This is an optimization exercise on Yosys and OpenROAD, whose aim is small area, a short achievable clock period and few clock cycles per item, not a production implementation.
In this exercise RTL edits were held to simulation tests only and were not proved equivalent to the original.
Power figures rest on the tool's default switching activity, not on a simulated workload.

==> flow/design.v <==
`default_nettype none
package modexp_pkg;
    localparam int CFG_DATA_W = 32;
    localparam int CFG_IDX_W  = 2;
    localparam logic [CFG_IDX_W-1:0] CFG_EXPONENT = 2'd0;
    localparam logic [CFG_IDX_W-1:0] CFG_MODULUS  = 2'd1;
    localparam logic [CFG_DATA_W-1:0] EXPONENT_RESET = 32'd17;
    localparam logic [CFG_DATA_W-1:0] MODULUS_RESET  = 32'd3233;
endpackage
`default_nettype wire
`default_nettype none
module modexp_ctrl
#(
    parameter int VALUE_WIDTH = 32
) (
    input  wire logic       i_clk,
    input  wire logic       i_rst_n,
    input  wire logic       i_start,
    input  wire logic       i_exp_lt2,
    input  wire logic       i_mod_lt2,
    input  wire logic       i_exp_bit,     
    output logic [4:0]      o_j,           
    output logic [4:0]      o_cnt,         
    output logic            o_idle,        
    output logic            o_init,        
    output logic            o_run,         
    output logic            o_mul,         
    output logic            o_last,        
    output logic            o_next_mul,    
    input  wire logic       i_p_msb,       
    output logic            o_busy,
    output logic            o_done
);
    typedef enum logic [1:0] {
        S_IDLE,
        S_INIT,
        S_SCAN,
        S_RUN
    } t_state;
    t_state     r_state, n_state;
    logic [4:0] r_j, n_j;
    logic [4:0] r_cnt, n_cnt;
    logic       r_mul, n_mul;
    logic       r_busy, n_busy;
    logic       r_done, n_done;
    assign o_last = (r_state == S_RUN) && (r_cnt == 5'd31);
    always_comb begin
        n_state = r_state;
        n_j     = r_j;
        n_cnt   = r_cnt;
        n_mul   = r_mul;
        n_busy  = r_busy;
        n_done  = 1'b0;
        case (r_state)
            S_IDLE: begin
                if (i_start) begin
                    n_state = S_INIT;
                    n_busy  = 1'b1;
                end
            end
            S_INIT: begin
                n_j   = 5'd31;
                n_cnt = 5'd0;
                if (i_exp_lt2 || i_mod_lt2) begin
                    n_state = S_IDLE;
                    n_busy  = 1'b0;
                    n_done  = 1'b1;
                end else begin
                    n_state = S_SCAN;
                end
            end
            S_SCAN: begin
                if (i_exp_bit) begin
                    n_state = S_RUN;
                    n_mul   = 1'b1;
                end else begin
                    n_j = r_j - 5'd1;
                end
            end
            S_RUN: begin
                n_cnt = r_cnt + 5'd1;
                if (r_cnt == 5'd31) begin
                    if (!r_mul && i_exp_bit) begin
                        n_mul = 1'b1;
                    end else if (r_j == 5'd0) begin
                        n_state = S_IDLE;
                        n_busy  = 1'b0;
                        n_done  = 1'b1;
                    end else begin
                        n_j   = r_j - 5'd1;
                        n_mul = 1'b0;
                        n_cnt = {4'd0, !i_p_msb};
                    end
                end
            end
            default: begin
                n_state = S_IDLE;
                n_busy  = 1'b0;
            end
        endcase
    end
    always_ff @(posedge i_clk) begin
        if (!i_rst_n) begin
            r_state <= S_IDLE;
            r_busy  <= 1'b0;
            r_done  <= 1'b0;
        end else begin
            r_state <= n_state;
            r_busy  <= n_busy;
            r_done  <= n_done;
        end
        r_j   <= n_j;
        r_cnt <= n_cnt;
        r_mul <= n_mul;
    end
    assign o_j        = r_j;
    assign o_cnt      = r_cnt;
    assign o_idle     = (r_state == S_IDLE);
    assign o_init     = (r_state == S_INIT);
    assign o_run      = (r_state == S_RUN);
    assign o_mul      = r_mul;
    assign o_next_mul = (n_state == S_RUN) && n_mul;
    assign o_busy     = r_busy;
    assign o_done     = r_done;
endmodule
`default_nettype wire
`default_nettype none
module modexp_dp
#(
    parameter int VALUE_WIDTH = 32,
    parameter int ADD_ARCH    = 1
) (
    input  wire logic [VALUE_WIDTH-1:0] i_p,
    input  wire logic [VALUE_WIDTH-1:0] i_b,
    input  wire logic                   i_a_bit,
    input  wire logic [VALUE_WIDTH-1:0] i_m,
    output logic      [VALUE_WIDTH-1:0] o_p_next
);
    localparam int W = VALUE_WIDTH;
    localparam int X = W + 3;    
    logic [X-1:0] x, y, nm1, nm2;
    logic [X-1:0] s1, c1, s2, c2;
    logic [X-1:0] t0, t1, t2;
    assign x   = {2'b00, i_p, 1'b0};
    assign y   = i_a_bit ? {3'b000, i_b} : '0;
    assign nm1 = ~{3'b000, i_m};
    assign nm2 = ~{2'b00, i_m, 1'b0};
    assign s1 = x ^ y ^ nm1;
    assign c1 = (x & y) | (x & nm1) | (y & nm1);
    assign s2 = x ^ y ^ nm2;
    assign c2 = (x & y) | (x & nm2) | (y & nm2);
    modexp_add #(.N(X), .ARCH(ADD_ARCH)) u_add0 (.i_a(x),  .i_b(y),                   .i_ci(1'b0), .o_sum(t0));
    modexp_add #(.N(X), .ARCH(ADD_ARCH)) u_add1 (.i_a(s1), .i_b({c1[X-2:0], 1'b0}), .i_ci(1'b1), .o_sum(t1));
    modexp_add #(.N(X), .ARCH(ADD_ARCH)) u_add2 (.i_a(s2), .i_b({c2[X-2:0], 1'b0}), .i_ci(1'b1), .o_sum(t2));
    always_comb begin
        if (!t2[X-1])      o_p_next = t2[W-1:0];
        else if (!t1[X-1]) o_p_next = t1[W-1:0];
        else               o_p_next = t0[W-1:0];
    end
endmodule
module modexp_add
#(
    parameter int N    = 35,
    parameter int ARCH = 0
) (
    input  wire logic [N-1:0] i_a,
    input  wire logic [N-1:0] i_b,
    input  wire logic         i_ci,
    output logic      [N-1:0] o_sum
);
    localparam int L = $clog2(N);
    logic [N-1:0] g0, p0;
    logic [N-1:0] g [0:2*L];
    logic [N-1:0] p [0:2*L];
    logic [N:0]   c;
    assign g0 = i_a & i_b;
    assign p0 = i_a ^ i_b;
    always_comb begin
        for (int l = 0; l <= 2*L; l++) begin
            g[l] = '0;
            p[l] = '0;
        end
        g[0] = g0;
        p[0] = p0;
        g[0][0] = g0[0] | (p0[0] & i_ci);
        if (ARCH == 1) begin
            for (int l = 0; l < L; l++) begin
                g[l+1] = g[l];
                p[l+1] = p[l];
                for (int k = 0; k < N; k++) begin
                    if (((k >> l) & 1) == 1) begin
                        g[l+1][k] = g[l][k] | (p[l][k] & g[l][((k >> l) << l) - 1]);
                        p[l+1][k] = p[l][k] & p[l][((k >> l) << l) - 1];
                    end
                end
            end
            for (int l = L; l < 2*L; l++) begin
                g[l+1] = g[l];
                p[l+1] = p[l];
            end
        end else begin
            for (int l = 0; l < L; l++) begin
                g[l+1] = g[l];
                p[l+1] = p[l];
                for (int k = 0; k < N; k++) begin
                    if ((k % (1 << (l+1))) == (1 << (l+1)) - 1) begin
                        g[l+1][k] = g[l][k] | (p[l][k] & g[l][k - (1 << l)]);
                        p[l+1][k] = p[l][k] & p[l][k - (1 << l)];
                    end
                end
            end
            for (int l = L - 1; l >= 0; l--) begin
                g[2*L-l] = g[2*L-l-1];
                p[2*L-l] = p[2*L-l-1];
                for (int k = 0; k < N; k++) begin
                    if (k >= (1 << (l+1)) && (k % (1 << (l+1))) == (1 << l) - 1) begin
                        g[2*L-l][k] = g[2*L-l-1][k] | (p[2*L-l-1][k] & g[2*L-l-1][k - (1 << l)]);
                        p[2*L-l][k] = p[2*L-l-1][k] & p[2*L-l-1][k - (1 << l)];
                    end
                end
            end
        end
    end
    assign c     = {g[2*L], i_ci};
    assign o_sum = p0 ^ c[N-1:0];
endmodule
`default_nettype wire
`default_nettype none
module modular_exponentiation_unit
#(
    parameter int VALUE_WIDTH = 32
) (
    input  wire logic                   i_clk,
    input  wire logic                   i_rst_n,
    input  wire logic                   i_start,
    input  wire logic [VALUE_WIDTH-1:0] i_base_value,
    input  wire logic                   i_is_last,
    output logic                        o_busy,
    output logic                        o_done,
    output logic [VALUE_WIDTH-1:0]      o_power_value,
    output logic                        o_last_out,
    input  wire logic                   i_cfg_we,
    input  wire logic [modexp_pkg::CFG_IDX_W-1:0]  i_cfg_index,
    input  wire logic [modexp_pkg::CFG_DATA_W-1:0] i_cfg_data
);
    localparam int W = VALUE_WIDTH;
    logic [W-1:0] r_exponent, r_modulus;
    always_ff @(posedge i_clk) begin
        if (!i_rst_n) begin
            r_exponent <= modexp_pkg::EXPONENT_RESET[W-1:0];
            r_modulus  <= modexp_pkg::MODULUS_RESET[W-1:0];
        end else if (i_cfg_we) begin
            case (i_cfg_index)
                modexp_pkg::CFG_EXPONENT: r_exponent <= i_cfg_data[W-1:0];
                modexp_pkg::CFG_MODULUS:  r_modulus  <= i_cfg_data[W-1:0];
                default: ;
            endcase
        end
    end
    logic       exp_lt2, mod_lt2, exp_bit;
    logic [4:0] j, cnt;
    logic       idle, init, run, mul, last, next_mul;
    assign exp_lt2 = (r_exponent[W-1:1] == '0);
    assign mod_lt2 = (r_modulus[W-1:1] == '0);
    assign exp_bit = r_exponent[j];
    modexp_ctrl #(
        .VALUE_WIDTH(VALUE_WIDTH)
    ) u_ctrl (
        .i_clk      (i_clk),
        .i_rst_n    (i_rst_n),
        .i_start    (i_start),
        .i_exp_lt2  (exp_lt2),
        .i_mod_lt2  (mod_lt2),
        .i_exp_bit  (exp_bit),
        .o_j        (j),
        .o_cnt      (cnt),
        .o_idle     (idle),
        .o_init     (init),
        .o_run      (run),
        .o_mul      (mul),
        .o_last     (last),
        .o_next_mul (next_mul),
        .i_p_msb    (p_next[W-1]),
        .o_busy     (o_busy),
        .o_done     (o_done)
    );
    logic [W-1:0] r_base, r_acc, r_p;
    logic         r_a_bit, r_tag, r_first, r_sel_base;
    logic [W-1:0] base_d, p_next, b_op;
    logic         acc_bit;
    assign b_op = r_first ? {{(W-1){1'b0}}, 1'b1} : r_acc;
    modexp_dp #(
        .VALUE_WIDTH(VALUE_WIDTH)
    ) u_dp (
        .i_p      (r_p),
        .i_b      (b_op),
        .i_a_bit  (r_a_bit),
        .i_m      (r_modulus),
        .o_p_next (p_next)
    );
    always_comb begin
        if (idle)            base_d = i_base_value;
        else if (run && mul) base_d = {r_base[W-2:0], r_base[W-1]};
        else                 base_d = r_base;
    end
    assign acc_bit = r_acc[5'd30 - cnt];
    always_ff @(posedge i_clk) begin
        r_base <= base_d;
        if (idle) begin
            r_tag <= i_is_last;
        end
        if (init) begin
            r_sel_base <= exp_lt2;
        end
        if (init) begin
            r_first <= 1'b1;
        end else if (last) begin
            r_first <= 1'b0;
        end
        if (init || last) begin
            r_acc <= p_next;
        end
        r_p <= (run && !last) ? p_next : '0;
        if (next_mul)  r_a_bit <= base_d[W-1];
        else if (last) r_a_bit <= p_next[W-1] | p_next[W-2];   
        else if (run)  r_a_bit <= acc_bit;
        else           r_a_bit <= 1'b0;
    end
    assign o_power_value = r_sel_base ? r_base : r_acc;
    assign o_last_out    = r_tag;
endmodule
`default_nettype wire
==> flow/standard.sh <==
#!/bin/bash
# synth_recipe.tcl (not shown) runs the flow's synth.tcl, then flattens the netlist and writes it again
# the make line also repeats each setting of config.mk as NAME=value (left out here)
make -C /OpenROAD-flow-scripts/flow DESIGN_CONFIG=/design/flow/config.mk WORK_HOME=/design/flow/orfs CLKGATE_MAP_FILE= SYNTH_SCRIPT=/design/flow/synth_recipe.tcl "${@:-finish}"
==> flow/constraint.sdc <==
create_clock -name core_clock -period 9.0 [get_ports {i_clk}]
set_input_delay 1.8000 -clock core_clock [delete_from_list [all_inputs] [get_ports {i_clk}]]
set_output_delay 1.8000 -clock core_clock [all_outputs]
set_load 0.01 [all_outputs]
==> flow/flow/run.sh <==
#!/bin/bash
# the standard layout, with the port buffers made from the smallest buffer cell
set -euo pipefail
export BUFFER_PORTS_ARGS="-buffer_cell sky130_fd_sc_hd__buf_1"
bash standard.sh > standard.log 2>&1
==> flow/config.mk <==
export PLATFORM = sky130hd
export DESIGN_NAME = modular_exponentiation_unit
export DESIGN_NICKNAME = modular_exponentiation_unit
export VERILOG_FILES = /design/flow/design.v
export SDC_FILE = /design/flow/constraint.sdc
export NUM_CORES = 4
export LEC_CHECK = 0
export CAP_MARGIN = 20
export CORE_MARGIN = 2
export CORE_UTILIZATION = 40
export SETUP_SLACK_MARGIN = 5
export SLEW_MARGIN = 20
==> summary.md, run 1 <==
| Metric | Value |
|---|---|
| Met3 wire len | `3861 µm` |
| DR vias | `11865` |
| Int Pwr | `1.387 mW` |
| Synth area leaders | `edfxtp_1 16%, dfxtp_1 15%, fa_1 11%` |
| Final net count | `1844` |
| Hold WS | `475.1 ps` |
| Synth Net Count | `1688` |
| Sw frac | `29.32%` |
| Post-DP HPWL | `30800 µm` |
| Sequential area share after synthesis | `31.61%` |
| Initial DRC count | `939` |
| Total gr overflow | `0` |
| Sequential power share | `48.1%` |
| Total Power | `1.962 mW` |
| Post-route setup TNS | `0 ps` |
| Clock latency on the worst-skew pair | `450 ps` |
| Antenna Nets Post-Route | `0` |
| GPL Wtd Cong | `0.9488` |
| Wirelength, routed | `43810 µm` |
| Syn_area_per_cell | `9.488 µm²` |
| Ant. Diodes | `0` |
| Max Cap Viol | `0` |
| Ports | `106` |
| Die height | `189.1 µm` |
| FMAX | `239.5 MHz` |
| Cell count after synthesis | `1445` |
| Gate power share | `13.4%` |
| Drt pass-1 iters | `5` |
| Most common cell after layout, fill and taps aside | `nand2_1` |
| Synthesis warning total | `6` |
| Clock network power share | `38.5%` |
| Vias in the first global route | `11299` |
| Worst path max stage delay | `530 ps` |
| Async SR Flop Fraction | `0%` |
| Synth Register Bits | `179` |
| Ys flop type | `dfxtp_1` |
| Buf/Inv on CP | `5` |
| Met2 wire length | `18760 µm` |
| Most frequent cells in the layout | `181 x nand2_1, 148 x inv_1, 117 x a21oi_1` |
| Row count | `67` |
| Crit. End Element | `flop` |
| Worst-path clk slew | `80 ps` |
| Clock sink total | `179` |
| CTS buffer count | `17` |
| Final core utilization | `49.96%` |
| Max VDD drop | `0.1402 mV` |
| Endpoints failing hold | `0` |
| Net switching power | `0.5752 mW` |
| Slew headroom | `21.77%` |
| Setup CP Type | `flop to flop` |
| Area of the core | `33620 µm²` |
| Critical path fanouts, max | `8` |
| Top Metal Used | `met4` |
| Max-slew violations | `0` |
| Final period util | `46.39%` |
| Die area | `35770 µm²` |
| Largest area contributor in the netlist | `edfxtp_1` |
| Total global-route track usage | `24.08%` |
| Startpoint class of the critical path | `flop` |
| Worst Clk Skew | `13.75 ps` |
| Routed len/inst | `21.24 µm` |
| Slowest-stage cell, CP | `fa_2` |
| Setup Viol. Count Final | `0` |
| Share of layout cells above drive strength 1 | `21.69%` |
| Maximum root-to-sink buffer count | `2` |
| Worst min-delay path category | `flop to flop` |
| CP top delay family | `compound AO/OA/AOI/OAI gates` |
| Synth Cell Area | `13710 µm²` |
| # hold bufs at CTS | `0` |
| First-pass GRT wire length | `65990 µm` |
| Area Overhead vs Synth | `22.49%` |
| Horiz. Die Dim | `189.1 µm` |
| M1 WL | `19660 µm` |
| Post-placement cell area | `14530 µm²` |
| Post-synthesis cell type count | `79` |
| PwrDens | `116.8 nW/µm²` |
| CTS tree | `done` |
| Largest net degree at the start of global routing | `51` |
| Finished Cell Area | `16790 µm²` |
| Initial antenna violation count | `3` |
| Starting density of the core | `40.79%` |
| Post-layout minimum cycle time | `4175 ps` |
| RSZ-0062 raised after global routing | `true` |
| Crit-path cells | `nor2b_4, buf_12, and2_4, inv_4, fa_2, inv_1, ha_1, o211ai_1, o211a_1, or3_4, a2111oi_4, buf_4, o2111ai_4, buf_6, and2_4, o211ai_1, nand2_1` |
| Drt drc | `0` |
| Top-area cell type share of the netlist area | `16.43%` |
| Vias per inst | `5.754` |
| CP required | `9190 ps` |
| Outcome | `finished clean` |
| H-tree Lvls | `4` |
| Port Buffers | `105` |
| Worst-margin pin slew | `1173 ps` |
| Post-synth EDFFs | `75` |
| P_leak | `6.804 nW` |
| CP arrival | `4370 ps` |
| Root buf cell | `clkbuf_16` |
[worst paths after layout]
kind	endpoint	start	slack [ps]	cells past startpoint
hold reg to reg	r_exponent[10]$_SDFFE_PN0P_	r_exponent[10]$_SDFFE_PN0P_	480	2
setup reg to reg	r_acc[17]$_DFFE_PP_	r_a_bit$_DFF_P_	4820	17
hold / removal	r_exponent[10]$_SDFFE_PN0P_	r_exponent[10]$_SDFFE_PN0P_	480	2
setup / recovery	r_acc[17]$_DFFE_PP_	r_a_bit$_DFF_P_	4820	17
[worst reg2reg max path: cells and delay by family, from the launching register on]
family / cells / cell delay (ps)
buffers and inverters: 5 / 610
AND/OR/NAND/NOR: 5 / 1040
AO/OA/AOI/OAI: 5 / 1140
flip-flops: 1 / 330
adder cells (fa/ha/maj): 2 / 800
[synthesized netlist by cell type (32+ instances only)]
cell type	instances
ha_1	96
dfxtp_1	104
and2_1	34
xnor2_1	37
a22o_1	32
nand2_1	193
edfxtp_1	75
fa_1	76
mux2_2	33
clkbuf_1	41
inv_1	154
o21ai_0	38
a21oi_1	142
nor2_1	49
[power by group through the flow]
stage	sequential (mW)	clock (mW)	combinational, mW
after floorplan	0.942	0	0.168
after global placement	0.960	0	0.242
after detailed placement	0.963	0	0.242
after CTS	0.943	0.766	0.252
after global routing	0.951	0.797	0.287
final	0.944	0.755	0.263
[cell type report]
cell class	count	area, µm²
clock buffers	18	439.2
clock inverters	14	135.1
fillers	3070	16820
inverters	155	586.8
multi-input cells	1059	9525
flip-flops and latches	179	4337
well taps	448	560.5
repair buffers	189	1210
[cells by family after synthesis]
| family | share of synthesized area [%] |
|---|---|
| xor+xnor | 3.833 |
| buf+inv | 6.105 |
| flops | 31.61 |
| simple gates | 13.18 |
| mux | 7.027 |
| compound gates | 18.39 |
| fa+ha+maj | 19.86 |
[layer usage]
metal | vias to the layer above | global-route usage, %
met3 | 99 | 4.115
li1 | 5446 | -
met1 | 5766 | 34.80
met5 | - | 0
met4 | 0 | 7.963
met2 | 554 | 36.48
[stage by stage]
stage,setup WS [ps],std cells
final,4825,2062
after global routing,4730,2062
after CTS,4825,2031
after global placement,3752,1951
after detailed placement,3541,1951
after floorplan,4985,1445
[registers in the layout, summed over array words and instances (netlist names), 2 cells and up]
signal          cells
r_acc              32
r_p                32
u_ctrl.r_cnt        5
r_exponent         32
r_modulus          32
u_ctrl.r_state      2
u_ctrl.r_j          5
r_base             32
[timing repair]
action / CTS / global route
endpoints found under the setup margin: 66 / 66
resized for setup: 113 / 118
cloned: 6 / 3
endpoints found under the hold margin: 0 / 0
buffers inserted: 42 / 27
pin swaps: 51 / 59
Testbench counts, summed over its fixed seeds: cycles 377,024, items 256.
==> run 2, diff against run 1 <==
--- a/flow/design.v
+++ b/flow/design.v
@@ -19,6 +19,7 @@
     input  wire logic       i_exp_lt2,
     input  wire logic       i_mod_lt2,
     input  wire logic       i_exp_bit,     
+    input  wire logic       i_mod_msb,     
     output logic [4:0]      o_j,           
     output logic [4:0]      o_cnt,         
     output logic            o_idle,        
@@ -27,6 +28,7 @@
     output logic            o_mul,         
     output logic            o_last,        
     output logic            o_next_mul,    
+    output logic            o_fast_red,    
     input  wire logic       i_p_msb,       
     output logic            o_busy,
     output logic            o_done
@@ -73,6 +75,7 @@
                 if (i_exp_bit) begin
                     n_state = S_RUN;
                     n_mul   = 1'b1;
+                    n_cnt   = i_mod_msb ? 5'd31 : 5'd0;
                 end else begin
                     n_j = r_j - 5'd1;
                 end
@@ -120,6 +123,7 @@
     assign o_run      = (r_state == S_RUN);
     assign o_mul      = r_mul;
     assign o_next_mul = (n_state == S_RUN) && n_mul;
+    assign o_fast_red = (r_state == S_SCAN) && i_exp_bit && i_mod_msb;
     assign o_busy     = r_busy;
     assign o_done     = r_done;
 endmodule
@@ -259,7 +263,7 @@
     end
     logic       exp_lt2, mod_lt2, exp_bit;
     logic [4:0] j, cnt;
-    logic       idle, init, run, mul, last, next_mul;
+    logic       idle, init, run, mul, last, next_mul, fast_red;
     assign exp_lt2 = (r_exponent[W-1:1] == '0);
     assign mod_lt2 = (r_modulus[W-1:1] == '0);
     assign exp_bit = r_exponent[j];
@@ -272,6 +276,7 @@
         .i_exp_lt2  (exp_lt2),
         .i_mod_lt2  (mod_lt2),
         .i_exp_bit  (exp_bit),
+        .i_mod_msb  (r_modulus[W-1]),
         .o_j        (j),
         .o_cnt      (cnt),
         .o_idle     (idle),
@@ -280,6 +285,7 @@
         .o_mul      (mul),
         .o_last     (last),
         .o_next_mul (next_mul),
+        .o_fast_red (fast_red),
         .i_p_msb    (p_next[W-1]),
         .o_busy     (o_busy),
         .o_done     (o_done)
@@ -300,7 +306,8 @@
     );
     always_comb begin
         if (idle)            base_d = i_base_value;
-        else if (run && mul) base_d = {r_base[W-2:0], r_base[W-1]};
+        else if (run && mul && !(r_first && r_modulus[W-1]))
+                             base_d = {r_base[W-2:0], r_base[W-1]};
         else                 base_d = r_base;
     end
     assign acc_bit = r_acc[5'd30 - cnt];
@@ -320,8 +327,10 @@
         if (init || last) begin
             r_acc <= p_next;
         end
-        r_p <= (run && !last) ? p_next : '0;
-        if (next_mul)  r_a_bit <= base_d[W-1];
+        if (fast_red)  r_p <= {1'b0, r_base[W-1:1]};
+        else           r_p <= (run && !last) ? p_next : '0;
+        if (fast_red)  r_a_bit <= r_base[0];
+        else if (next_mul) r_a_bit <= base_d[W-1];
         else if (last) r_a_bit <= p_next[W-1] | p_next[W-2];   
         else if (run)  r_a_bit <= acc_bit;
         else           r_a_bit <= 1'b0;
--- a/flow/config.mk
+++ b/flow/config.mk
@@ -8,5 +8,6 @@
 export CAP_MARGIN = 20
 export CORE_MARGIN = 2
 export CORE_UTILIZATION = 40
+export CTS_BUF_LIST = sky130_fd_sc_hd__clkbuf_4 sky130_fd_sc_hd__clkbuf_8
 export SETUP_SLACK_MARGIN = 5
 export SLEW_MARGIN = 20
==> summary.md, run 2 <==
| Metric | Value |
|---|---|
| Most common cell in the netlist | `nand2_1` |
| Worst path max stage delay | `450 ps` |
| Post-synthesis mux area share | `6.456%` |
| Setup CP Type | `flop to flop` |
| Share of layout cells above drive strength 1 | `20.68%` |
| Ant. Diodes | `0` |
| Cell count after synthesis | `1455` |
| Critical R2R Launch | `r_a_bit$_DFF_P_` |
| Max VDD drop | `0.1217 mV` |
| Synth Net Count | `1698` |
| Maximum root-to-sink buffer count | `2` |
| Die area | `36000 µm²` |
| Final std cells w/o fill | `2075` |
| Vias per inst | `5.581` |
| Post-route setup TNS | `0 ps` |
| CP Launch Point | `r_a_bit$_DFF_P_` |
| Multi-input gate area | `9479 µm²` |
| Starting density of the core | `40.25%` |
| Worst-margin pin slew | `1006 ps` |
| Slew headroom | `32.91%` |
| Crit-path cells | `nor2b_4, buf_12, buf_12, and2_4, fa_1, ha_4, a21oi_1, o21ai_1, nand2b_1, nand4b_1, o21ai_2, a21boi_2, buf_4, o41a_4, buf_12, buf_4, a221oi_2, a21oi_2, a22o_1` |
| Max Cap Viol | `0` |
| Slowest-stage cell, CP | `fa_1` |
| Reg-to-reg setup timing slack | `4880 ps` |
| Area Overhead vs Synth | `21.23%` |
| Initial DRC count | `692` |
| Wirelength, routed | `42620 µm` |
| Synth Register Bits | `179` |
| Critical path fanouts, max | `8` |
| Worst-path clk slew | `110 ps` |
| RSZ-0062 raised after global routing | `true` |
| Synth Area in Adders | `19.73%` |
| Clock latency on the worst-skew pair | `530 ps` |
| H-tree Lvls | `4` |
| Routed len/inst | `20.54 µm` |
| Final period util | `45.75%` |
| Post-synth EDFFs | `75` |
| Outcome | `finished clean` |
| Synth area leaders | `edfxtp_1 16%, dfxtp_1 15%, fa_1 11%` |
| Worst min-delay path category | `flop to flop` |
| Worst path depth | `19` |
| Antenna Nets Post-Route | `0` |
| DR vias | `11581` |
| Most common cell after layout, fill and taps aside | `nand2_1` |
| Root buf cell | `clkbuf_8` |
| Drt drc | `0` |
| CP arrival | `4540 ps` |
| Async SR Flop Fraction | `0%` |
| Die height | `189.7 µm` |
| Synth Cell Area | `13800 µm²` |
| Final net count | `1850` |
| Most frequent CP cell | `buf_12` |
| Buf/Inv on CP | `5` |
| P_leak | `6.754 nW` |
| Final core utilization | `48.79%` |
| Compound-Gate Fraction of Synth Area | `18.57%` |
| Sequential area share after synthesis | `31.41%` |
| Worst Clk Skew | `36.02 ps` |
| Synthesis warning total | `6` |
| Total Power | `2.266 mW` |
| Post-synthesis cell type count | `68` |
| Clock sink total | `179` |
| Row count | `68` |
| Largest net degree at the start of global routing | `68` |
| Port Buffers | `105` |
| First-pass GRT wire length | `63310 µm` |
| GPL Wtd Cong | `0.8992` |
| R2r worst-path depth | `19` |
| Most frequent cells in the layout | `188 x nand2_1, 145 x inv_1, 104 x buf_1` |
| CTS tree | `done` |
| Reg-to-Reg End | `r_p[29]$_DFF_P_` |
| Vias in the first global route | `11446` |
| Xor/xnor share of the synthesized area | `4.379%` |
| Sequential cell area | `4337 µm²` |
| # fillers | `3161` |
| Syn_area_per_cell | `9.484 µm²` |
| Ys flop type | `dfxtp_1` |
| Area of the core | `34290 µm²` |
| Crit. End Element | `flop` |
| Post-synth top cells | `194 x nand2_1, 155 x inv_1, 104 x dfxtp_1` |
| FMAX | `242.9 MHz` |
| Synth Area in Simple Gates | `13.43%` |
| Horiz. Die Dim | `189.7 µm` |
| Initial antenna violation count | `0` |
| Critical Path End | `r_p[29]$_DFF_P_` |
| Max-slew violations | `0` |
| Combinational family with the most area after synthesis | `adder cells` |
| Placed Cells incl. Taps | `1970` |
| Endpoints failing hold | `0` |
| Total global-route track usage | `23.00%` |
| Post-layout minimum cycle time | `4118 ps` |
| Top-area cell type share of the netlist area | `16.32%` |
| Setup Viol. Count Final | `0` |
| Startpoint class of the critical path | `flop` |
| Post-DP HPWL | `29720 µm` |
| Ports | `106` |
| CP required | `9430 ps` |
| CP top delay family | `compound AO/OA/AOI/OAI gates` |
| Drt pass-1 iters | `5` |
| PwrDens | `135.5 nW/µm²` |
| Total gr overflow | `0` |
| CTS buffer count | `17` |
| Largest area contributor in the netlist | `edfxtp_1` |
| Hold WS | `482.2 ps` |
==> run 2: cell types whose count changed in the layout (fill, tap and decap cells not counted), moves of 8 or more <==
cell	delta
a211oi_2	-8
a21boi_0	+59
a21o_1	-10
a21oi_1	-62
a22o_1	+31
and3_1	+8
and4_1	-9
clkbuf_16	-14
clkbuf_8	+18
nand2b_1	+9
==> run 2: worst register-to-register path: cells and delay by family, from the launching register on <==
family | cells | cell delay, ps
AO/OA/AOI/OAI | 8 | 1540
buffers and inverters | 5 | 730
adder cells (fa/ha/maj) | 2 | 730
AND/OR/NAND/NOR | 4 | 670
flip-flops | 1 | 350
==> run 2: area by class of cell <==
cell class	instances	share of cell area, %
Multi-Input combinational cell	1062	56.66
Sequential cell	179	25.92
Timing Repair Buffer	192	8.145
Inverter	155	3.508
Tap cell	455	3.403
Clock buffer	21	1.653
Clock inverter	11	0.7105
==> run 2: how the worst min path moves through the flow <==
stage | cells after the start | from | slack, ps | endpoint
after global routing | 2 | r_exponent[2]$_SDFFE_PN0P_ | 510 | r_exponent[2]$_SDFFE_PN0P_
after global placement | 2 | r_exponent[0]$_SDFFE_PN1P_ | 450 | r_exponent[0]$_SDFFE_PN1P_
after detailed placement | 2 | r_exponent[0]$_SDFFE_PN1P_ | 460 | r_exponent[0]$_SDFFE_PN1P_
after CTS | 2 | r_exponent[0]$_SDFFE_PN1P_ | 490 | r_exponent[0]$_SDFFE_PN1P_
after floorplan | 2 | r_exponent[0]$_SDFFE_PN1P_ | 440 | r_exponent[0]$_SDFFE_PN1P_
final | 2 | r_exponent[0]$_SDFFE_PN1P_ | 480 | r_exponent[0]$_SDFFE_PN1P_
==> run 2: cells by family after synthesis <==
logic type,Yosys count
fa+ha+maj,172
xor+xnor,69
flops,179
compound gates,362
buf+inv,214
mux,62
simple gates,397
==> run 2: where the power goes <==
part	internal [mW]	switching, mW
combinational	0.303	0.363
clock	0.247	0.338
sequential	0.937	0.0786
total	1.49	0.780
==> run 2: timing repair <==
item                       in CTS  in global routing
gates resized for setup       100                109
buffers inserted               38                 26
hold buffers                    0                  0
pin swaps                      36                 60
gates cloned                    3                  5
setup endpoints to repair      66                 66
==> run 2: metrics by stage <==
step	worst slack, ps	instance area [µm²]
finish	4882	16730
global route	4738	16730
CTS	4902	15860
detailed placement	3687	14670
global placement	3853	14670
floorplan	5012	13800
==> run 2: layer usage <==
metal / share of wire (%) / wire [µm] / GRT usage (%) / vias up
li1: - / - / - / 5410
met1: 46 / 19410 / 31.84 / 5717
met2: 46 / 19630 / 36.36 / 385
met3: 5.5 / 2323 / 3.745 / 69
met4: 3.0 / 1258 / 8.408 / 0
met5: 0 / 0 / 0 / -
Testbench counts of run 2, summed over its fixed seeds: cycles 369,088, items 256.
==> run 3, diff against run 2 <==
==> flow/run.sh (new file) <==
#!/bin/bash
# synth_recipe.tcl (not shown) runs the flow's synth.tcl, then flattens the netlist and writes it again
# the make line also repeats each setting of config.mk as NAME=value (left out here)
make -C /OpenROAD-flow-scripts/flow DESIGN_CONFIG=/design/flow/config.mk WORK_HOME=/design/flow/orfs CLKGATE_MAP_FILE= SYNTH_SCRIPT=/design/flow/synth_recipe.tcl finish
--- a/flow/config.mk
+++ b/flow/config.mk
@@ -8,6 +8,5 @@
 export CAP_MARGIN = 20
 export CORE_MARGIN = 2
 export CORE_UTILIZATION = 40
-export CTS_BUF_LIST = sky130_fd_sc_hd__clkbuf_4 sky130_fd_sc_hd__clkbuf_8
 export SETUP_SLACK_MARGIN = 5
 export SLEW_MARGIN = 20
removed: flow/flow/run.sh
removed: flow/standard.sh
==> summary.md, run 3 <==
| Metric | Value |
|---|---|
| Outcome | `finished clean` |
| CP arrival | `4600 ps` |
| Ant. Diodes | `0` |
| Die height | `189.7 µm` |
| H-tree Lvls | `4` |
| Worst Clk Skew | `12.81 ps` |
| Worst min-delay path category | `flop to flop` |
| Clock sink total | `179` |
| Vias per inst | `5.565` |
| Crit. End Element | `flop` |
| Most common cell in the netlist | `nand2_1` |
| Post-route setup TNS | `0 ps` |
| Most frequent cells in the layout | `191 x nand2_1, 150 x inv_1, 104 x clkdlybuf4s50_1` |
| Slew headroom | `31.89%` |
| Synth Cell Area | `13800 µm²` |
| Starting density of the core | `40.25%` |
| CP top delay family | `compound AO/OA/AOI/OAI gates` |
| Startpoint class of the critical path | `flop` |
| First-pass GRT wire length | `63980 µm` |
| Crit-path cells | `nor2b_4, buf_12, and2_4, inv_2, fa_1, inv_2, fa_2, a211oi_2, o211ai_1, a21oi_2, o21a_4, o21ai_4, a21o_4, buf_12, or4_4, o2111ai_4, a21boi_4, a22o_1` |
| RSZ-0062 raised after global routing | `true` |
| Ports | `106` |
| Synthesis warning total | `6` |
| Synth area leaders | `edfxtp_1 16%, dfxtp_1 15%, fa_1 11%` |
| P_leak | `7.074 nW` |
| Total gr overflow | `0` |
| Initial DRC count | `728` |
| Setup Viol. Count Final | `0` |
| Critical path fanouts, max | `5` |
| CTS buffer count | `17` |
| Max VDD drop | `0.1558 mV` |
| Worst path max stage delay | `490 ps` |
| Max Cap Viol | `0` |
| Port Buffers | `105` |
| Largest net degree at the start of global routing | `68` |
| Total global-route track usage | `23.15%` |
| Horiz. Die Dim | `189.7 µm` |
| Drt drc | `0` |
| Post-synthesis cell type count | `68` |
| Post-synth EDFFs | `75` |
| M1 WL | `19330 µm` |
| Most common cell after layout, fill and taps aside | `nand2_1` |
| CP required | `9400 ps` |
| Maximum root-to-sink buffer count | `2` |
| Buf/Inv on CP | `4` |
| Area Overhead vs Synth | `25.78%` |
| Top-area cell type share of the netlist area | `16.32%` |
| Post-layout minimum cycle time | `4195 ps` |
| Async SR Flop Fraction | `0%` |
| Setup ws final | `4805 ps` |
| Endpoints failing hold | `0` |
| Post-DP HPWL | `29980 µm` |
| Final net count | `1842` |
| Routed len/inst | `20.68 µm` |
| Worst-margin pin slew | `1022 ps` |
| Initial antenna violation count | `0` |
| Worst-path clk slew | `80 ps` |
| Synth Register Bits | `179` |
| Row count | `68` |
| Met3 wire len | `2405 µm` |
| Met2 wire length | `19610 µm` |
| Root buf cell | `clkbuf_16` |
| Die area | `36000 µm²` |
| Final core utilization | `50.62%` |
| Largest area contributor in the netlist | `edfxtp_1` |
| Wirelength, routed | `42750 µm` |
| Top Metal Used | `met4` |
| Share of layout cells above drive strength 1 | `17.99%` |
| PwrDens | `143.1 nW/µm²` |
| Synth Net Count | `1698` |
| FMAX | `238.4 MHz` |
| Final period util | `46.61%` |
| Max-slew violations | `0` |
| Post-place setup slack | `3264 ps` |
| Total Power | `2.483 mW` |
| Antenna Nets Post-Route | `0` |
| Syn_area_per_cell | `9.484 µm²` |
| Sequential area share after synthesis | `31.41%` |
| GPL Wtd Cong | `0.9097` |
| Drt pass-1 iters | `5` |
| Setup CP Type | `flop to flop` |
| DR vias | `11503` |
| # hold bufs at CTS | `0` |
| Post-synth top cells | `194 x nand2_1, 155 x inv_1, 104 x dfxtp_1` |
| Ys flop type | `dfxtp_1` |
| Clock latency on the worst-skew pair | `460 ps` |
| Vias in the first global route | `11480` |
| Slowest-stage cell, CP | `fa_1` |
| Area of the core | `34290 µm²` |
| CTS tree | `done` |
| Cell count after synthesis | `1455` |
==> run 3: cell counts after synthesis <==
No cell type changed its count.
==> run 3: what timing repair did <==
action / 4_1_cts / 5_1_grt
setup buffers: 28 / 28
resized for setup: 68 / 127
setup endpoints to repair: 66 / 68
pin swaps: 28 / 35
cloned: 3 / 5
==> run 3: kinds of logic (layout without fill, tap and decap cells) <==
logic type	after synthesis	after routing	share of synthesized area, %
compound gates	362	363	18.57
fa+ha+maj	172	172	19.73
buf+inv	214	370	6.030
mux	62	62	6.456
xor+xnor	69	69	4.379
flops	179	179	31.41
simple gates	397	397	13.43
==> run 3: final timing paths <==
check	start	endpoint	slack [ps]	depth (start not counted)
min reg2reg	r_exponent[0]$_SDFFE_PN1P_	r_exponent[0]$_SDFFE_PN1P_	480	2
max	r_a_bit$_DFF_P_	r_p[19]$_DFF_P_	4800	18
max reg2reg	r_a_bit$_DFF_P_	r_p[19]$_DFF_P_	4800	18
min	r_exponent[0]$_SDFFE_PN1P_	r_exponent[0]$_SDFFE_PN1P_	480	2
==> run 3: per-stage QoR <==
step	area [µm²]	hold slack [ps]	cells
2_1_floorplan	13800	436.1	1455
3_3_place_gp	15310	450.8	1970
3_5_place_dp	15310	461.3	1970
4_1_cts	16400	481.7	2033
5_1_grt	17360	489.3	2067
6_report	17360	483.0	2067
==> run 3: power by group <==
part	switching, mW	leakage [nW]	total, mW	internal (mW)
logic	0.381	5.24	0.758	0.377
clock network	0.346	0.259	0.715	0.369
registers	0.0733	1.58	1.01	0.938
total	0.800	7.07	2.48	1.68
==> run 3: routing by layer <==
| layer | vias up | global-route usage (%) |
|---|---|---|
| met3 | 81 | 3.118 |
| met5 | - | 0 |
| met2 | 378 | 37.02 |
| li1 | 5393 | - |
| met1 | 5651 | 32.29 |
| met4 | 0 | 7.990 |
==> run 3: final cells by class <==
class | count | area [µm²]
clock inverter | 11 | 76.32
multi-input combinational | 1063 | 9389
fill | 3098 | 16930
sequential | 179 | 4337
clock buffer | 21 | 460.4
tap | 455 | 569.3
inverter | 155 | 581.8
timing repair buffer | 183 | 1943
==> run 3: worst register-to-register path, stage by stage, from the launching register on <==
cell and delay [ps]:
dfxtp_2 330, nor2b_4 240, buf_12 160, and2_4 150, inv_2 30, fa_1 490
inv_2 50, fa_2 390, a211oi_2 250, o211ai_1 220, a21oi_2 240, o21a_4 190
o21ai_4 90, a21o_4 250, buf_12 140, or4_4 500, o2111ai_4 90, a21boi_4 220
a22o_1 130
==> run 4, diff against run 3 <==
--- a/flow/design.v
+++ b/flow/design.v
@@ -63,7 +63,12 @@
             S_INIT: begin
                 n_j   = 5'd31;
                 n_cnt = 5'd0;
-                if (i_exp_lt2 || i_mod_lt2) begin
+                if (i_exp_lt2) begin
+                    n_state = S_RUN;
+                    n_mul   = 1'b1;
+                    n_cnt   = 5'd31;
+                    n_j     = 5'd0;
+                end else if (i_mod_lt2) begin
                     n_state = S_IDLE;
                     n_busy  = 1'b0;
                     n_done  = 1'b1;
@@ -123,7 +128,8 @@
     assign o_run      = (r_state == S_RUN);
     assign o_mul      = r_mul;
     assign o_next_mul = (n_state == S_RUN) && n_mul;
-    assign o_fast_red = (r_state == S_SCAN) && i_exp_bit && i_mod_msb;
+    assign o_fast_red = ((r_state == S_SCAN) && i_exp_bit && i_mod_msb) ||
+                        ((r_state == S_INIT) && i_exp_lt2);
     assign o_busy     = r_busy;
     assign o_done     = r_done;
 endmodule
@@ -138,6 +144,7 @@
     input  wire logic [VALUE_WIDTH-1:0] i_b,
     input  wire logic                   i_a_bit,
     input  wire logic [VALUE_WIDTH-1:0] i_m,
+    input  wire logic                   i_keep,    
     output logic      [VALUE_WIDTH-1:0] o_p_next
 );
     localparam int W = VALUE_WIDTH;
@@ -157,8 +164,8 @@
     modexp_add #(.N(X), .ARCH(ADD_ARCH)) u_add1 (.i_a(s1), .i_b({c1[X-2:0], 1'b0}), .i_ci(1'b1), .o_sum(t1));
     modexp_add #(.N(X), .ARCH(ADD_ARCH)) u_add2 (.i_a(s2), .i_b({c2[X-2:0], 1'b0}), .i_ci(1'b1), .o_sum(t2));
     always_comb begin
-        if (!t2[X-1])      o_p_next = t2[W-1:0];
-        else if (!t1[X-1]) o_p_next = t1[W-1:0];
+        if (!t2[X-1] && !i_keep)      o_p_next = t2[W-1:0];
+        else if (!t1[X-1] && !i_keep) o_p_next = t1[W-1:0];
         else               o_p_next = t0[W-1:0];
     end
 endmodule
@@ -248,25 +255,30 @@
     input  wire logic [modexp_pkg::CFG_DATA_W-1:0] i_cfg_data
 );
     localparam int W = VALUE_WIDTH;
-    logic [W-1:0] r_exponent, r_modulus;
+    logic [W-1:0] r_exponent, r_modulus, exponent;
+    logic         r_exp_rst;    
     always_ff @(posedge i_clk) begin
         if (!i_rst_n) begin
-            r_exponent <= modexp_pkg::EXPONENT_RESET[W-1:0];
             r_modulus  <= modexp_pkg::MODULUS_RESET[W-1:0];
-        end else if (i_cfg_we) begin
-            case (i_cfg_index)
-                modexp_pkg::CFG_EXPONENT: r_exponent <= i_cfg_data[W-1:0];
-                modexp_pkg::CFG_MODULUS:  r_modulus  <= i_cfg_data[W-1:0];
-                default: ;
-            endcase
+        end else if (i_cfg_we && i_cfg_index == modexp_pkg::CFG_MODULUS) begin
+            r_modulus  <= i_cfg_data[W-1:0];
+        end
+        if (!i_rst_n) begin
+            r_exp_rst  <= 1'b1;
+        end else if (i_cfg_we && i_cfg_index == modexp_pkg::CFG_EXPONENT) begin
+            r_exp_rst  <= 1'b0;
+        end
+        if (i_rst_n && i_cfg_we && i_cfg_index == modexp_pkg::CFG_EXPONENT) begin
+            r_exponent <= i_cfg_data[W-1:0];
         end
     end
+    assign exponent = r_exp_rst ? modexp_pkg::EXPONENT_RESET[W-1:0] : r_exponent;
     logic       exp_lt2, mod_lt2, exp_bit;
     logic [4:0] j, cnt;
     logic       idle, init, run, mul, last, next_mul, fast_red;
-    assign exp_lt2 = (r_exponent[W-1:1] == '0);
+    assign exp_lt2 = (exponent[W-1:1] == '0);
     assign mod_lt2 = (r_modulus[W-1:1] == '0);
-    assign exp_bit = r_exponent[j];
+    assign exp_bit = exponent[j];
     modexp_ctrl #(
         .VALUE_WIDTH(VALUE_WIDTH)
     ) u_ctrl (
@@ -291,7 +303,7 @@
         .o_done     (o_done)
     );
     logic [W-1:0] r_base, r_acc, r_p;
-    logic         r_a_bit, r_tag, r_first, r_sel_base;
+    logic         r_a_bit, r_tag, r_first, r_keep;
     logic [W-1:0] base_d, p_next, b_op;
     logic         acc_bit;
     assign b_op = r_first ? {{(W-1){1'b0}}, 1'b1} : r_acc;
@@ -302,6 +314,7 @@
         .i_b      (b_op),
         .i_a_bit  (r_a_bit),
         .i_m      (r_modulus),
+        .i_keep   (r_keep),
         .o_p_next (p_next)
     );
     always_comb begin
@@ -317,7 +330,7 @@
             r_tag <= i_is_last;
         end
         if (init) begin
-            r_sel_base <= exp_lt2;
+            r_keep <= exp_lt2;
         end
         if (init) begin
             r_first <= 1'b1;
@@ -335,7 +348,7 @@
         else if (run)  r_a_bit <= acc_bit;
         else           r_a_bit <= 1'b0;
     end
-    assign o_power_value = r_sel_base ? r_base : r_acc;
+    assign o_power_value = r_acc;
     assign o_last_out    = r_tag;
 endmodule
 `default_nettype wire
==> flow/flow/run.sh (new file) <==
#!/bin/bash
# the standard layout, with the port buffers made from the smallest buffer cell
set -euo pipefail
export BUFFER_PORTS_ARGS="-buffer_cell sky130_fd_sc_hd__buf_1"
bash standard.sh > standard.log 2>&1
==> flow/standard.sh (new file) <==
#!/bin/bash
# synth_recipe.tcl (not shown) runs the flow's synth.tcl, then flattens the netlist and writes it again
# the make line also repeats each setting of config.mk as NAME=value (left out here)
make -C /OpenROAD-flow-scripts/flow DESIGN_CONFIG=/design/flow/config.mk WORK_HOME=/design/flow/orfs CLKGATE_MAP_FILE= SYNTH_SCRIPT=/design/flow/synth_recipe.tcl "${@:-finish}"
--- a/flow/config.mk
+++ b/flow/config.mk
@@ -8,5 +8,6 @@
 export CAP_MARGIN = 20
 export CORE_MARGIN = 2
 export CORE_UTILIZATION = 40
+export CTS_BUF_LIST = sky130_fd_sc_hd__clkbuf_8
 export SETUP_SLACK_MARGIN = 5
 export SLEW_MARGIN = 20
removed: flow/run.sh
==> summary.md, run 4 <==
| Metric | Value |
|---|---|
| Outcome | `finished clean` |
| Synth Net Count | `1663` |
| Ant. Diodes | `0` |
| Maximum root-to-sink buffer count | `2` |
| Max VDD drop | `0.1244 mV` |
| Worst-path clk slew | `100 ps` |
| Slew headroom | `16.39%` |
| Drt drc | `0` |
| Synthesis warning total | `6` |
| Worst Clk Skew | `29.71 ps` |
| Final net count | `1804` |
| Top-area cell type share of the netlist area | `23.41%` |
| RSZ-0062 raised after global routing | `true` |
| Max Cap Viol | `0` |
| Initial DRC count | `982` |
| Most common cell after layout, fill and taps aside | `nand2_1` |
| Ports | `106` |
| Setup Viol. Count Final | `0` |
| Total Power | `2.279 mW` |
| Wirelength, routed | `44050 µm` |
| Clock latency on the worst-skew pair | `510 ps` |
| CP Launch Point | `r_a_bit$_DFF_P_` |
| Crit. End Element | `flop` |
| Multi-input gate area | `8825 µm²` |
| Post-synth top cells | `192 x nand2_1, 168 x inv_1, 109 x a21oi_1` |
| CTS tree | `done` |
| Endpoints failing hold | `0` |
| DR vias | `11541` |
| CP required | `9250 ps` |
| Area Overhead vs Synth | `18.34%` |
| FMAX | `234.2 MHz` |
| Worst Min Path Start | `r_modulus[18]$_SDFFE_PN0P_` |
| Syn_area_per_cell | `9.693 µm²` |
| Total global-route track usage | `24.04%` |
| Area of the core | `33700 µm²` |
| Worst-margin pin slew | `1253 ps` |
| CTS buffer count | `17` |
| Post-synthesis cell type count | `85` |
| Post-route setup TNS | `0 ps` |
| Most frequent cells in the layout | `185 x nand2_1, 167 x inv_1, 107 x edfxtp_1` |
| Synth area leaders | `edfxtp_1 23%, fa_1 11%, dfxtp_1 11%` |
| Cell count after synthesis | `1416` |
| Largest net degree at the start of global routing | `76` |
| Horiz. Die Dim | `189.2 µm` |
| Die height | `189.2 µm` |
| Setup CP Type | `flop to flop` |
| Critical R2R Launch | `r_a_bit$_DFF_P_` |
| Antenna Nets Post-Route | `0` |
| Startpoint class of the critical path | `flop` |
| Sequential area share after synthesis | `34.06%` |
| Initial antenna violation count | `0` |
| Share of layout cells above drive strength 1 | `14.90%` |
| H-tree Lvls | `4` |
| Routed len/inst | `21.83 µm` |
| Total gr overflow | `0` |
| PwrDens | `140.3 nW/µm²` |
| Vias per inst | `5.719` |
| Final period util | `47.44%` |
| Synth Register Bits | `180` |
| First-pass GRT wire length | `65420 µm` |
| Die area | `35810 µm²` |
| Post-layout minimum cycle time | `4270 ps` |
| Post-synth EDFFs | `107` |
| Drt pass-1 iters | `6` |
| Largest area contributor in the netlist | `edfxtp_1` |
| Row count | `67` |
| Critical path fanouts, max | `6` |
| Synth Cell Area | `13730 µm²` |
| Post-DP HPWL | `30160 µm` |
| GPL Wtd Cong | `0.9173` |
| Clock sink total | `180` |
| CP arrival | `4520 ps` |
| # hold bufs at CTS | `0` |
| Most common cell in the netlist | `nand2_1` |
| Vias in the first global route | `11288` |
| Max-slew violations | `0` |
| Port Buffers | `105` |
| Sequential cell area | `4677 µm²` |
| Async SR Flop Fraction | `0%` |
| P_leak | `6.663 nW` |
| Worst min-delay path category | `flop to flop` |
| Root buf cell | `clkbuf_8` |
| # fillers | `3213` |
| Ys flop type | `edfxtp_1` |
| Starting density of the core | `40.73%` |
-- run 4: cell count changes after synthesis, moves of 29 or more --
cell / change
a21boi_0: -60
a21oi_1: +29
a22o_1: -35
dfxtp_1: -31
edfxtp_1: +32
mux2_2: -29
o21ai_0: +39
-- run 4: where the power goes --
part	internal, mW	switching [mW]
logic	0.182	0.368
clock network	0.195	0.334
registers	1.06	0.136
total	1.44	0.838
-- run 4: critical path: stages (launching register included) --
cell      delay (ps)
dfxtp_2          340
nor2b_4          170
buf_12           140
and2_4           140
inv_2             30
fa_1             480
inv_2             40
fa_2             380
a211oi_2         280
o211ai_1         210
a41oi_4          230
a21oi_2           90
o2111a_1         290
o31ai_4          240
buf_4            160
o31a_2           120
or3b_4           420
o21ai_4          190
o31ai_2           80
-- run 4: per-layer routing --
| layer | vias to the layer above | routed length [µm] | track usage [%] |
|---|---|---|---|
| met1 | 5615 | 19440 | 34.36 |
| li1 | 5291 | - | - |
| met5 | - | 0 | 0 |
| met2 | 549 | 19360 | 37.01 |
| met4 | 0 | 1392 | 7.156 |
| met3 | 86 | 3853 | 4.597 |
-- run 4: through the flow --
| step | hold slack [ps] | utilization (%) | instance area, µm² | setup slack, ps | instances |
|---|---|---|---|---|---|
| floorplan | 449.3 | - | 13760 | 5004 | 1416 |
| global placement | 465.6 | 43.15 | 14540 | 3453 | 1929 |
| detailed placement | 474.8 | 43.16 | 14540 | 3757 | 1929 |
| CTS | 498.0 | 46.89 | 15800 | 4740 | 2002 |
| global route | 514.1 | 48.20 | 16240 | 4594 | 2018 |
| finish | 498.4 | 48.20 | 16240 | 4730 | 2018 |
-- run 4: repair_timing --
action                                  in CTS  in global routing
setup buffers                               32                 10
endpoints found under the setup margin      66                 66
cloned                                       9                  6
gates resized for setup                    128                 52
pin swaps                                   29                 35
-- run 4: logic make-up after synthesis --
logic type / after synthesis / share of synthesized area [%]
AOI/OAI and AO/OA: 362 / 17.53
xor gates and xnor gates: 67 / 4.275
adders and majority gates: 176 / 20.20
buffers and inverters: 218 / 6.472
DFF: 180 / 34.06
muxes: 43 / 4.768
and+or+nand+nor: 370 / 12.70
-- run 4: worst paths after layout --
| check | end | slack [ps] | cells past startpoint |
|---|---|---|---|
| max | u_ctrl.r_cnt[0]$_DFFE_PP_ | 4730 | 18 |
| min reg2reg | r_modulus[18]$_SDFFE_PN0P_ | 500 | 2 |
| min | r_modulus[18]$_SDFFE_PN0P_ | 500 | 2 |
| max reg2reg | u_ctrl.r_cnt[0]$_DFFE_PP_ | 4730 | 18 |
-- run 4: cell type report --
| cell class | count | area share (%) |
|---|---|---|
| Tap cell | 448 | 3.451 |
| Clock buffer | 17 | 1.440 |
| Sequential cell | 180 | 28.79 |
| Multi-Input combinational cell | 1023 | 54.33 |
| Timing Repair Buffer | 167 | 7.426 |
| Inverter | 168 | 3.898 |
| Clock inverter | 15 | 0.6625 |
Testbench counts of run 4, summed over its fixed seeds: cycles 369,088, items 256.
==> run 5, diff against run 4 <==
--- a/flow/config.mk
+++ b/flow/config.mk
@@ -8,6 +8,6 @@
 export CAP_MARGIN = 20
 export CORE_MARGIN = 2
 export CORE_UTILIZATION = 40
-export CTS_BUF_LIST = sky130_fd_sc_hd__clkbuf_8
+export PLACE_DENSITY = 0.8
 export SETUP_SLACK_MARGIN = 5
 export SLEW_MARGIN = 20
==> summary.md, run 5 <==
| Metric | Value |
|---|---|
| # hold bufs at CTS | `0` |
| CTS buffer count | `17` |
| Area Overhead vs Synth | `19.67%` |
| Largest net degree at the start of global routing | `73` |
| Drt pass-1 iters | `6` |
| Starting density of the core | `40.73%` |
| Buf/Inv on CP | `6` |
| Outcome | `finished clean` |
| Top-area cell type share of the netlist area | `23.41%` |
| Worst path max stage delay | `550 ps` |
| Syn_area_per_cell | `9.693 µm²` |
| R2r worst-path depth | `20` |
| DR vias | `11607` |
| Post-synth EDFFs | `107` |
| Cell count after synthesis | `1416` |
| Synth Net Count | `1663` |
| FMAX | `231.3 MHz` |
| Placed Cells incl. Taps | `1928` |
| Ports | `106` |
| Hold Path Stages | `2` |
| Most common cell in the netlist | `nand2_1` |
| Routed len/inst | `21.27 µm` |
| Largest area contributor in the netlist | `edfxtp_1` |
| Post-synthesis cell type count | `85` |
| Die area | `35810 µm²` |
| Root buf cell | `clkbuf_16` |
| Drt drc | `0` |
| Total global-route track usage | `23.60%` |
| Max-slew violations | `0` |
| Die height | `189.2 µm` |
| Critical path fanouts, max | `7` |
| Clock sink total | `180` |
| Ys flop type | `edfxtp_1` |
| Total gr overflow | `0` |
| Worst-margin pin slew | `1056 ps` |
| Final std cells w/o fill | `2015` |
| Worst Clk Skew | `13.03 ps` |
| Post-synth top cells | `192 x nand2_1, 168 x inv_1, 109 x a21oi_1` |
| CP top delay family | `compound AO/OA/AOI/OAI gates` |
| Sequential cell area | `4679 µm²` |
| Initial antenna violation count | `0` |
| Post-route setup TNS | `0 ps` |
| Multi-input gate area | `8906 µm²` |
| Row count | `67` |
| Most common cell after layout, fill and taps aside | `nand2_1` |
| Post-layout minimum cycle time | `4323 ps` |
| Setup Viol. Count Final | `0` |
| Synth area leaders | `edfxtp_1 23%, fa_1 11%, dfxtp_1 11%` |
| Sequential area share after synthesis | `34.06%` |
| Max Cap Viol | `0` |
| Ant. Diodes | `0` |
| GPL Wtd Cong | `0.9320` |
| Crit. End Element | `flop` |
| Antenna Nets Post-Route | `0` |
| # fillers | `3045` |
| Async SR Flop Fraction | `0%` |
| Startpoint class of the critical path | `flop` |
| Worst path depth | `20` |
| Setup CP Type | `flop to flop` |
| Post-DP HPWL | `29740 µm` |
| Area of the core | `33700 µm²` |
| Share of layout cells above drive strength 1 | `15.51%` |
| Vias per inst | `5.760` |
| RSZ-0062 raised after global routing | `true` |
| Max VDD drop | `0.1426 mV` |
| Most frequent cells in the layout | `186 x nand2_1, 163 x inv_1, 107 x edfxtp_1` |
| H-tree Lvls | `4` |
| Maximum root-to-sink buffer count | `2` |
| P_leak | `6.716 nW` |
| PwrDens | `154.2 nW/µm²` |
| Total Power | `2.533 mW` |
| CP arrival | `4660 ps` |
| Horiz. Die Dim | `189.2 µm` |
| Slew headroom | `29.56%` |
| Port Buffers | `105` |
| Synth Cell Area | `13730 µm²` |
| Vias in the first global route | `11619` |
| Clock latency on the worst-skew pair | `450 ps` |
| Final period util | `48.03%` |
| Worst min-delay path category | `flop to flop` |
| Crit-path cells | `nor2b_4, buf_12, buf_6, and2_4, inv_4, fa_2, inv_2, ha_4, o211ai_1, o211ai_1, a41oi_2, a21oi_2, o2111a_1, o31ai_4, buf_6, and2_4, buf_12, a221oi_4, a2111oi_4, a211o_1` |
| Endpoints failing hold | `0` |
| Wirelength, routed | `42860 µm` |
| Synthesis warning total | `6` |
| CP required | `9340 ps` |
| Synth Register Bits | `180` |
| Worst-path clk slew | `80 ps` |
| Slowest-stage cell, CP | `fa_2` |
| Initial DRC count | `1183` |
| Final net count | `1801` |
| First-pass GRT wire length | `65120 µm` |
| CTS tree | `done` |
[run 5: cells by family after synthesis]
family | Yosys count | synth area share, %
buffers and inverters | 218 | 6.472
XOR/XNOR | 67 | 4.275
adder cells (fa/ha/maj) | 176 | 20.20
multiplexers | 43 | 4.768
flip-flops | 180 | 34.06
AO/OA/AOI/OAI | 362 | 17.53
AND/OR/NAND/NOR | 370 | 12.70
[run 5: report_power, final]
part	leakage [nW]	switching [mW]	internal, mW
sequential	1.62	0.130	1.06
clock	0.285	0.370	0.419
combinational	4.81	0.366	0.185
total	6.72	0.867	1.67
[run 5: repair_timing]
| item | in CTS | in global routing |
|---|---|---|
| buffers inserted | 38 | 12 |
| resized for setup | 111 | 88 |
| endpoints found under the setup margin | 66 | 66 |
| pin swaps | 32 | 37 |
| gates cloned | 4 | 0 |
[run 5: cell type report]
class	instances	share of cell area [%]
inverters	168	3.854
repair buffers	167	6.391
well taps	448	3.413
clock inverters	14	1.021
clock buffers	18	2.613
multi-input cells	1020	54.22
flip-flops and latches	180	28.49
[run 5: path summary, 6_finish.rpt]
kind / startpoint / to / slack (ps)
hold / removal: r_modulus[17]$_SDFFE_PN0P_ / r_modulus[17]$_SDFFE_PN0P_ / 480
setup / recovery: r_a_bit$_DFF_P_ / r_a_bit$_DFF_P_ / 4680
hold reg to reg: r_modulus[17]$_SDFFE_PN0P_ / r_modulus[17]$_SDFFE_PN0P_ / 480
setup reg to reg: r_a_bit$_DFF_P_ / r_a_bit$_DFF_P_ / 4680
[run 5: metrics by stage]
stage / instance area (µm²) / setup WS [ps] / util (%) / hold slack (ps)
detailed placement: 14530 / 3165 / 43.10 / 474.4
global placement: 14530 / 3383 / 43.10 / 467.4
finish: 16430 / 4677 / 48.74 / 483.6
global route: 16430 / 4619 / 48.74 / 515.0
CTS: 15910 / 4730 / 47.22 / 485.5
floorplan: 13760 / 5004 / - / 449.3
[run 5: worst register-to-register path, cell delays in order (launching register included)]
cell and delay, ps:
dfxtp_2 340, nor2b_4 210, buf_12 140, buf_6 90, and2_4 150, inv_4 50, fa_2 550, inv_2 50
ha_4 250, o211ai_1 120, o211ai_1 290, a41oi_2 210, a21oi_2 200, o2111a_1 280, o31ai_4 90, buf_6 150
and2_4 200, buf_12 160, a221oi_4 330, a2111oi_4 120, a211o_1 250
[run 5: metal layers]
metal	up-vias	share of wire [%]	routed length, µm	track usage (%)
li1	5265	-	-	-
met1	5567	42	17810	31.83
met2	661	44	19000	36.08
met3	114	10	4410	6.247
met4	0	3.8	1639	9.511
met5	-	0	0	0
==> run 6, diff against run 5 <==
--- a/flow/config.mk
+++ b/flow/config.mk
@@ -8,6 +8,5 @@
 export CAP_MARGIN = 20
 export CORE_MARGIN = 2
 export CORE_UTILIZATION = 40
-export PLACE_DENSITY = 0.8
 export SETUP_SLACK_MARGIN = 5
 export SLEW_MARGIN = 20
==> summary.md, run 6 <==
| Metric | Value |
|---|---|
| RSZ-0062 raised after global routing | `true` |
| First-pass GRT wire length | `64140 µm` |
| Post-route setup TNS | `0 ps` |
| Startpoint class of the critical path | `flop` |
| Max VDD drop | `0.1392 mV` |
| Routed len/inst | `21.19 µm` |
| Post-placement cell area | `14540 µm²` |
| R2r worst-path depth | `19` |
| Synth Cell Area | `13730 µm²` |
| H-tree Lvls | `4` |
| Syn_area_per_cell | `9.693 µm²` |
| Post-layout minimum cycle time | `4266 ps` |
| Endpoints failing hold | `0` |
| Initial antenna violation count | `1` |
| Slew headroom | `27.49%` |
| Largest net degree at the start of global routing | `76` |
| Port Buffers | `105` |
| Worst Clk Skew | `21.69 ps` |
| Vias per inst | `5.628` |
| Horiz. Die Dim | `189.2 µm` |
| Starting density of the core | `40.73%` |
| Drt drc | `0` |
| Ys flop type | `edfxtp_1` |
| DR vias | `11285` |
| Outcome | `finished clean` |
| Area Overhead vs Synth | `16.87%` |
| Max Cap Viol | `0` |
| Final period util | `47.40%` |
| Antenna Nets Post-Route | `0` |
| Sequential area share after synthesis | `34.06%` |
| FMAX | `234.4 MHz` |
| Cell count after synthesis | `1416` |
| Root buf cell | `clkbuf_16` |
| Worst-path clk slew | `70 ps` |
| CTS tree | `done` |
| Wirelength, routed | `42500 µm` |
| Synth Net Count | `1663` |
| Setup Viol. Count Final | `0` |
| Post-synthesis cell type count | `85` |
| Largest area contributor in the netlist | `edfxtp_1` |
| Total gr overflow | `0` |
| Post-synth EDFFs | `107` |
| Worst min-delay path category | `flop to flop` |
| Post-synth top cells | `192 x nand2_1, 168 x inv_1, 109 x a21oi_1` |
| Vias in the first global route | `11093` |
| Critical path fanouts, max | `6` |
| Die height | `189.2 µm` |
| Most common cell after layout, fill and taps aside | `nand2_1` |
| Clock latency on the worst-skew pair | `450 ps` |
| Synthesis warning total | `6` |
| Most frequent cells in the layout | `184 x nand2_1, 164 x inv_1, 107 x edfxtp_1` |
| GPL Wtd Cong | `0.9173` |
| Setup CP Type | `flop to flop` |
| Drt pass-1 iters | `5` |
| PwrDens | `153.4 nW/µm²` |
| Die area | `35810 µm²` |
| CP required | `9380 ps` |
| Max-slew violations | `0` |
| Placed Cells incl. Taps | `1929` |
| Row count | `67` |
| Ports | `106` |
| CP arrival | `4650 ps` |
| Finished Cell Area | `16040 µm²` |
| Most common cell in the netlist | `nand2_1` |
| Area of the core | `33700 µm²` |
| Hold Path Stages | `2` |
| P_leak | `6.587 nW` |
| Total global-route track usage | `23.53%` |
| # fillers | `3229` |
| Top-area cell type share of the netlist area | `23.41%` |
| Post-DP HPWL | `30160 µm` |
| Crit. End Element | `flop` |
| Async SR Flop Fraction | `0%` |
| Clock sink total | `180` |
| Initial DRC count | `1045` |
| # hold bufs at CTS | `0` |
| Final net count | `1791` |
| Maximum root-to-sink buffer count | `2` |
| Synth Register Bits | `180` |
| Worst-margin pin slew | `1088 ps` |
| CTS buffer count | `17` |
| Share of layout cells above drive strength 1 | `13.10%` |
| Ant. Diodes | `0` |
| Final std cells w/o fill | `2005` |
| Synth area leaders | `edfxtp_1 23%, fa_1 11%, dfxtp_1 11%` |
run 6: cell types whose count changed in the layout (fill, tap and decap cells not counted), sizes merged:
cell      before  now
clkinv         2    4
and2          33   34
bufinv         2    0
clkinvlp       3    0
buf          167  152
inv          175  176
a32o           3    2
clkbuf        18   23
nand2        192  193
nor2          33   34
run 6: cell families (layout without fill, tap and decap cells):
kind of cell,Yosys count,in the layout,share of synthesized area [%]
AO/OA/AOI/OAI,362,362,17.53
XOR/XNOR,67,67,4.275
adder cells (fa/ha/maj),176,176,20.20
buffers and inverters,218,355,6.472
flip-flops,180,180,34.06
multiplexers,43,43,4.768
AND/OR/NAND/NOR,370,374,12.70
run 6: path summary, 6_finish.rpt:
kind,slack [ps],end,startpoint
worst max register to register,4730,r_p[20]$_DFF_P_,r_a_bit$_DFF_P_
worst max-delay path,4730,r_p[20]$_DFF_P_,r_a_bit$_DFF_P_
worst min-delay path,490,r_modulus[18]$_SDFFE_PN0P_,r_modulus[18]$_SDFFE_PN0P_
worst min register to register,490,r_modulus[18]$_SDFFE_PN0P_,r_modulus[18]$_SDFFE_PN0P_
run 6: timing repair:
action	4_1_cts	5_1_grt
buffers inserted	23	10
endpoints found under the setup margin	66	66
pin swaps	17	24
cloned	6	4
resized for setup	84	52
run 6: stage by stage:
stage,hold WS [ps],util (%),worst slack [ps],total power [mW]
after floorplan,449.3,-,5004,1.504
after global placement,465.6,43.15,3453,1.736
after detailed placement,474.8,43.16,3757,1.741
after CTS,493.4,46.52,4741,2.457
after global routing,508.8,47.60,4566,2.571
final,493.2,47.60,4734,2.460
run 6: layer usage:
layer / track usage [%] / routed length [µm] / vias to the layer above
li1: - / - / 5259
met1: 34.23 / 19450 / 5502
met2: 35.76 / 18580 / 455
met3: 4.263 / 3410 / 69
met4: 6.828 / 1054 / 0
met5: 0 / 0 / -
run 6: power breakdown:
| part | switching (mW) | internal, mW | leakage, nW |
|---|---|---|---|
| registers | 0.136 | 1.07 | 1.62 |
| logic | 0.364 | 0.181 | 4.70 |
| clock network | 0.353 | 0.361 | 0.268 |
| total | 0.852 | 1.61 | 6.59 |
run 6: cell type report:
class                      instances  area [µm²]  share of cell area, %
clock inverter                    12       96.34                 0.6006
sequential                       180        4677                  29.16
clock buffer                      20       436.7                  2.722
timing repair buffer             155       978.4                  6.099
inverter                         168       630.6                  3.931
tap                              448       560.5                  3.494
multi-input combinational       1022        8662                  54.00
run 6: critical path, stage by stage, from the launching register on:
cell and delay (ps):
dfxtp_2 330, nor2b_4 180, buf_12 130, and2_1 180, inv_2 80, fa_1 540, inv_1 50, ha_1 270
o211ai_1 120, o211ai_1 320, a21oi_1 110, buf_4 180, a211o_4 380, a21oi_4 180, buf_4 140, a32oi_4 150
buf_12 200, or3_1 370, o21ai_1 120, a22o_1 150

## re-timing with driven ports
The flow's constraints put no driver on any port. The routed layouts listed below were extracted and timed again, unchanged, in two steps. Step 1: set_driving_cell puts a clkbuf_16 on i_clk and a buf_2 on each other input, an assumption about the parent block. Step 2, shift: input delay + t, output delay - t, t = (earliest + latest rising clock arrival at the registers) / 2. This alone moves slack from input paths to output paths. Slacks: ideal ports / drivers / drivers and shift; pairs: ideal ports / drivers.
| run | shift t [ns] | setup WS [ns] | worst hold slack (ns) | worst setup path after step 2 | latest minus earliest clock arrival (ns) |
|---|---|---|---|---|---|
| run 1 | 0.497 | 4.825 / 4.825 / 4.825 | 0.475 / 0.475 / 0.475 | register to register | 0.014 / 0.015 |
| run 2 | 0.560 | 4.882 / 4.882 / 4.882 | 0.482 / 0.482 / 0.482 | register to register | 0.037 / 0.037 |
| run 3 | 0.498 | 4.805 / 4.805 / 4.805 | 0.483 / 0.483 / 0.483 | register to register | 0.014 / 0.014 |
| run 4 | 0.540 | 4.730 / 4.730 / 4.730 | 0.498 / 0.498 / 0.498 | register to register | 0.030 / 0.030 |
| run 5 | 0.497 | 4.677 / 4.677 / 4.677 | 0.484 / 0.484 / 0.484 | register to register | 0.013 / 0.013 |
| run 6 | 0.492 | 4.734 / 4.734 / 4.734 | 0.493 / 0.493 / 0.493 | register to register | 0.022 / 0.022 |
After both steps setup and hold are still met in every run listed.
